Context: an optimization exercise on an open-source flow, tuned for small area and few clock cycles per item. The choices shown serve that exercise and are no tape-out recipe.
Only simulation tests tie the RTL to the original design; equivalence was not proved.

Setup of build 97:
Design fp_mult_pipe, start of the top module:
module fp_mult_pipe #(
  parameter int unsigned EXP_W = 8,
  parameter int unsigned MAN_W = 23,
  parameter int unsigned TAG_W = 4
) (
  input  logic                   clk,
  input  logic                   rstn,
  input  logic                   in_valid,
  output logic                   in_ready,
  input  logic [EXP_W+MAN_W:0]   a,
  input  logic [EXP_W+MAN_W:0]   b,
  input  logic [TAG_W-1:0]       in_tag,
  output logic                   out_valid,
  input  logic                   out_ready,
  output logic [EXP_W+MAN_W:0]   result,
  output logic [TAG_W-1:0]       out_tag,
  output logic [3:0]             flags
);
  logic adv;
  assign adv      = ~out_valid | out_ready;
  assign in_ready = adv;
  logic [7:0]  ea, eb;
  logic [22:0] fa, fb;
  logic nan_a, nan_b, snan_a, snan_b, inf_a, inf_b, zero_a, zero_b;
  logic nan, ixz, inf, zero;
  assign ea = a[30:23];
  assign eb = b[30:23];
  assign fa = a[22:0];
  assign fb = b[22:0];
  assign nan_a  = (&ea) & (|fa);
  assign nan_b  = (&eb) & (|fb);
  assign snan_a = nan_a & ~fa[22];
  assign snan_b = nan_b & ~fb[22];
  assign inf_a  = (&ea) & ~(|fa);
  assign inf_b  = (&eb) & ~(|fb);
  assign zero_a = ~(|ea);
  assign zero_b = ~(|eb);
  assign nan    = nan_a | nan_b;
  assign ixz    = (inf_a & zero_b) | (zero_a & inf_b);
  assign inf    = inf_a | inf_b;
  assign zero   = zero_a | zero_b;
  logic [22:0] ma, mb;
  assign ma = fa;
  assign mb = fb;
  wire one0_0 = mb[0] ^ 1'b0;
  wire two0_1 = (mb[1] & ~mb[0] & ~1'b0) | (~mb[1] & mb[0] & 1'b0);
  wire neg0_2 = mb[1];
  wire pp0_0x_3 = (one0_0 & ma[0]);
  wire pp0_0n_4 = neg0_2 & ~pp0_0x_3;
  wire pp0_1_5 = ((one0_0 & ma[1]) | (two0_1 & ma[0])) ^ neg0_2;
  wire pp0_2_6 = ((one0_0 & ma[2]) | (two0_1 & ma[1])) ^ neg0_2;
  wire pp0_3_7 = ((one0_0 & ma[3]) | (two0_1 & ma[2])) ^ neg0_2;
  wire pp0_4_8 = ((one0_0 & ma[4]) | (two0_1 & ma[3])) ^ neg0_2;
  wire pp0_5_9 = ((one0_0 & ma[5]) | (two0_1 & ma[4])) ^ neg0_2;
  wire pp0_6_10 = ((one0_0 & ma[6]) | (two0_1 & ma[5])) ^ neg0_2;
  wire pp0_7_11 = ((one0_0 & ma[7]) | (two0_1 & ma[6])) ^ neg0_2;
  wire pp0_8_12 = ((one0_0 & ma[8]) | (two0_1 & ma[7])) ^ neg0_2;
  wire pp0_9_13 = ((one0_0 & ma[9]) | (two0_1 & ma[8])) ^ neg0_2;
  wire pp0_10_14 = ((one0_0 & ma[10]) | (two0_1 & ma[9])) ^ neg0_2;
  wire pp0_11_15 = ((one0_0 & ma[11]) | (two0_1 & ma[10])) ^ neg0_2;
  ...
Size: ~1,900 cells after synthesis, about 46 flip-flops, ~16,000 sq um of cells after synthesis.
Settings: LEC_CHECK=0, ABC_AREA=1, CAP_MARGIN=20, CORE_MARGIN=2, CORE_UTILIZATION=40, CTS_BUF_LIST=sky130_fd_sc_hd__clkbuf_8, GPL_TIMING_DRIVEN=0, SETUP_SLACK_MARGIN=0.02, SLEW_MARGIN=20, SYNTH_HIERARCHICAL=1, SYNTH_MINIMUM_KEEP_SIZE=0; clock period 7.0 ns.
standard.sh (not shown) runs the stock make flow with config.mk's settings and CLKGATE_MAP_FILE= SYNTH_SCRIPT=/design/flow/synth_recipe.tcl, a recipe that flattens the netlist after the stock synthesis.
==> flow/flow/run.sh <==
#!/bin/bash
# Standard ORFS layout, with plain buffers on the ports instead of the delay cell buffer_ports
# picks, and with the synthesis buffers removed at floorplan so repair_design rebuffers.
set -euo pipefail
bash standard.sh BUFFER_PORTS_ARGS="-buffer_cell sky130_fd_sc_hd__buf_2" REMOVE_ABC_BUFFERS=1  finish > make.log 2>&1
Testbench counts of build 97, summed over its fixed seeds: cycles 16,008, items 16,000.
The inputs of build 44 differ from those of build 97 as listed below.
Settings: swapping 0.02 for -0.03 in SETUP_SLACK_MARGIN.
Notes after the runs:
- From build 97 to build 44 the numbers moved as follows: cell count neither gained nor lost much.
Changes in build 24 relative to build 44:
Settings: swapping -0.03 for 0.02 in SETUP_SLACK_MARGIN; putting PLACE_DENSITY at 0.7 where nothing was set.
[summary]
Between build 24 and build 44, the cell count figures differ only marginally. The final core area utilization in build 24 sits 0.26 points above the value recorded for build 44. Routed wire length: build 24 lower than build 44. Build 24: minimum clock period after layout is 0.082 ns lower than what build 44 reported. Looking at build 44 and build 24, the net count reported at finish is a wash.

---

job 5324:
Another version of the RTL of fp_mult_pipe (not shown whole).
Size: about 46 flip-flops, about 110 I/O pins, about 16000 sq um of cells after synthesis.
// fp_mult_pipe
module fp_mult_pipe #(
  parameter int unsigned EXP_W = 8,
  parameter int unsigned MAN_W = 23,
  parameter int unsigned TAG_W = 4
) (
  input  logic                   clk,
  input  logic                   rstn,
  input  logic                   in_valid,
  output logic                   in_ready,
  input  logic [EXP_W+MAN_W:0]   a,
  input  logic [EXP_W+MAN_W:0]   b,
  input  logic [TAG_W-1:0]       in_tag,
  output logic                   out_valid,
  input  logic                   out_ready,
  output logic [EXP_W+MAN_W:0]   result,
  output logic [TAG_W-1:0]       out_tag,
  output logic [3:0]             flags
);
Settings: LEC_CHECK=0, ABC_AREA=1, CAP_MARGIN=20, CORE_MARGIN=2, CORE_UTILIZATION=40, CTS_BUF_LIST=sky130_fd_sc_hd__clkbuf_8, GPL_TIMING_DRIVEN=0, SETUP_SLACK_MARGIN=-0.05, SLEW_MARGIN=20, SYNTH_HIERARCHICAL=1, SYNTH_MINIMUM_KEEP_SIZE=0; clock period 7.0 ns.
==> flow/flow/run.sh <==
#!/bin/bash
# Standard ORFS layout (the standard.sh) with three changes:
# - plain buf_2 buffers on the ports instead of the delay cell buffer_ports picks by itself;
# - the synthesis buffers are removed at floorplan, so repair_design rebuffers from scratch;
# - CTS with clkbuf_8 and without dummy loads.
# Each ORFS step writes its full log under orfs/logs/; make's own output goes to make.log.
set -euo pipefail
bash standard.sh BUFFER_PORTS_ARGS="-buffer_cell sky130_fd_sc_hd__buf_2" REMOVE_ABC_BUFFERS=1 \
  CTS_ARGS="-sink_clustering_enable -repair_clock_nets -buf_list sky130_fd_sc_hd__clkbuf_8 -dont_use_dummy_load" \
  finish > make.log 2>&1
Testbench counts of job 5324, summed over its fixed seeds: cycles 16,008, items 16,000.
The following lists how job 5679 was set up differently from job 5324:
- CORE_UTILIZATION: 40 -> 50
- SETUP_SLACK_MARGIN: -0.05 -> 0.02
==> flow/flow/run.sh <==
#!/bin/bash
# Standard ORFS layout, with plain buffers on the ports instead of the delay cell buffer_ports
# picks, and with the synthesis buffers removed at floorplan so repair_design rebuffers.
set -euo pipefail
bash standard.sh BUFFER_PORTS_ARGS="-buffer_cell sky130_fd_sc_hd__buf_2" REMOVE_ABC_BUFFERS=1  finish > make.log 2>&1
Results
Job 5679 finished all stages; the layout is clean.
Relative to job 5324, number of buffers and inverters on the critical path decreased by 3 in job 5679.
Comparing job 5679 with job 5324, the sequential share of layout area came out essentially unchanged.
Summary: post-layout minimum cycle time, job 5679 worse than job 5324
Re number of antenna violations at the first check in global routing: job 5324 was higher than job 5679.
### job 5679 -> job 1486
- swapping 50 for 40 in CORE_UTILIZATION
==> flow/flow/run.sh <==
#!/bin/bash
# Standard ORFS layout (the standard.sh) with three changes:
# - plain buf_2 buffers on the ports instead of the delay cell buffer_ports picks by itself;
# - the synthesis buffers are removed at floorplan, so repair_design rebuffers from scratch;
# - CTS with clkbuf_8 and without dummy loads.
# Each ORFS step writes its full log under orfs/logs/; make's own output goes to make.log.
set -euo pipefail
bash standard.sh BUFFER_PORTS_ARGS="-buffer_cell sky130_fd_sc_hd__buf_2" REMOVE_ABC_BUFFERS=1 \
  CTS_ARGS="-sink_clustering_enable -repair_clock_nets -buf_list sky130_fd_sc_hd__clkbuf_8 -dont_use_dummy_load" \
  finish > make.log 2>&1
[summary]
The lower number of cells on the critical path of job 1486 and job 5679 is in job 5679. Going from job 5679 to job 1486, clock latency at the later pin of the worst-skew pair barely changed, design area barely changed, mean routed wirelength per cell dropped about 2.4%, multi-input logic area barely changed.
For job 2261, these inputs were changed with respect to job 1486:
- changing SETUP_SLACK_MARGIN from 0.02 to -0.1
Results
- Compared with job 1486, in job 2261 max-capacitance violation count essentially unchanged, antenna cell count held steady.
- Diff job 2261..job 1486 | number of hold-slack violations in the final timing report | negligible
Setup changes, job 2261 to job 4738
- SETUP_SLACK_MARGIN: -0.1 -> 0.02
==> flow/flow/run.sh <==
#!/bin/bash
# Standard ORFS layout, with plain buffers on the ports instead of the delay cell buffer_ports
# picks, and with the synthesis buffers removed at floorplan so repair_design rebuffers.
set -euo pipefail
bash standard.sh BUFFER_PORTS_ARGS="-buffer_cell sky130_fd_sc_hd__buf_2" REMOVE_ABC_BUFFERS=1 CTS_ARGS="-sink_clustering_enable -repair_clock_nets -buf_list sky130_fd_sc_hd__clkbuf_8 -dont_use_dummy_load -sink_clustering_size 50 -sink_clustering_max_diameter 400" finish > make.log 2>&1
Notes after the runs:
Job 4738 has completed all stages; timing, DRC and antenna checks passed.
Delta (job 4738 minus job 2261): design area now larger, number of fill cells lower, minimum clock period after layout fell 0.093 ns, net count of the finished layout higher.
Edits applied to the flow inputs when going from job 4738 to job 1804:
==> flow/flow/run.sh <==
#!/bin/bash
# Standard ORFS layout, with plain buffers on the ports instead of the delay cell buffer_ports
# picks, and with the synthesis buffers removed at floorplan so repair_design rebuffers.
set -euo pipefail
bash standard.sh REMOVE_ABC_BUFFERS=1 CTS_ARGS="-sink_clustering_enable -repair_clock_nets -buf_list sky130_fd_sc_hd__clkbuf_8 -dont_use_dummy_load" DONT_BUFFER_PORTS=1 PRE_GLOBAL_PLACE_TCL=$PWD/flow/ports.tcl finish > make.log 2>&1
==> flow/flow/ports.tcl (new file) <==
# Buffer every port, as the standard flow does: inputs with buf_2, outputs with buf_1
# (the outputs drive only the fixed output load).
buffer_ports -inputs -buffer_cell sky130_fd_sc_hd__buf_2
buffer_ports -outputs -buffer_cell sky130_fd_sc_hd__buf_1
--- outcome ---
Every stage of the flow completed for job 1804, and the final layout passed the timing, DRC and antenna checks.
Between job 1804 and job 4738, the clock latency of the later-clocked register in the worst-skew pair does not differ in any meaningful way.
Per the comparison of job 1804 with job 4738, upper clock frequency limit shows no meaningful change, worst hold-check slack shows an increase of 0.012 ns, global-route total usage across every layer shows no meaningful change.

-- static timing again, ports no longer ideal --
No port has a modelled driver above. Below, the same layouts with a new extraction and two added sets of constraints. Step 1 (the two cells are an assumption about what drives the block):
set clk [get_ports {clk}]
set_driving_cell -lib_cell sky130_fd_sc_hd__clkbuf_16 $clk
set_driving_cell -lib_cell sky130_fd_sc_hd__buf_2 [delete_from_list [all_inputs] $clk]
Step 2 adds t to the input delays and takes it off the output delays; t is the mean of the earliest and latest rising clock arrival at the registers after step 1. Input paths then give back, and output paths get back, about the clock's delay inside the block. Slacks: ideal ports / drivers / drivers and shift; pairs: ideal ports / drivers.
run	t (ns)	setup slack, ns	cell pins on the clock port's net
build 97	0.348	0.204 / 0.207 / -0.141	1
build 44	0.348	0.189 / 0.188 / -0.159	1
build 24	0.347	0.271 / 0.264 / -0.083	1
job 5324	0.336	0.181 / 0.156 / -0.180	1
job 5679	0.334	0.153 / 0.161 / -0.172	1
job 1486	0.333	0.212 / 0.175 / -0.158	1
job 2261	0.336	0.120 / 0.090 / -0.246	1
job 4738	0.333	0.212 / 0.175 / -0.158	1
job 1804	0.330	0.216 / 0.215 / -0.115	1
With both steps, setup timing fails in every run listed, where it was met with ideal ports.
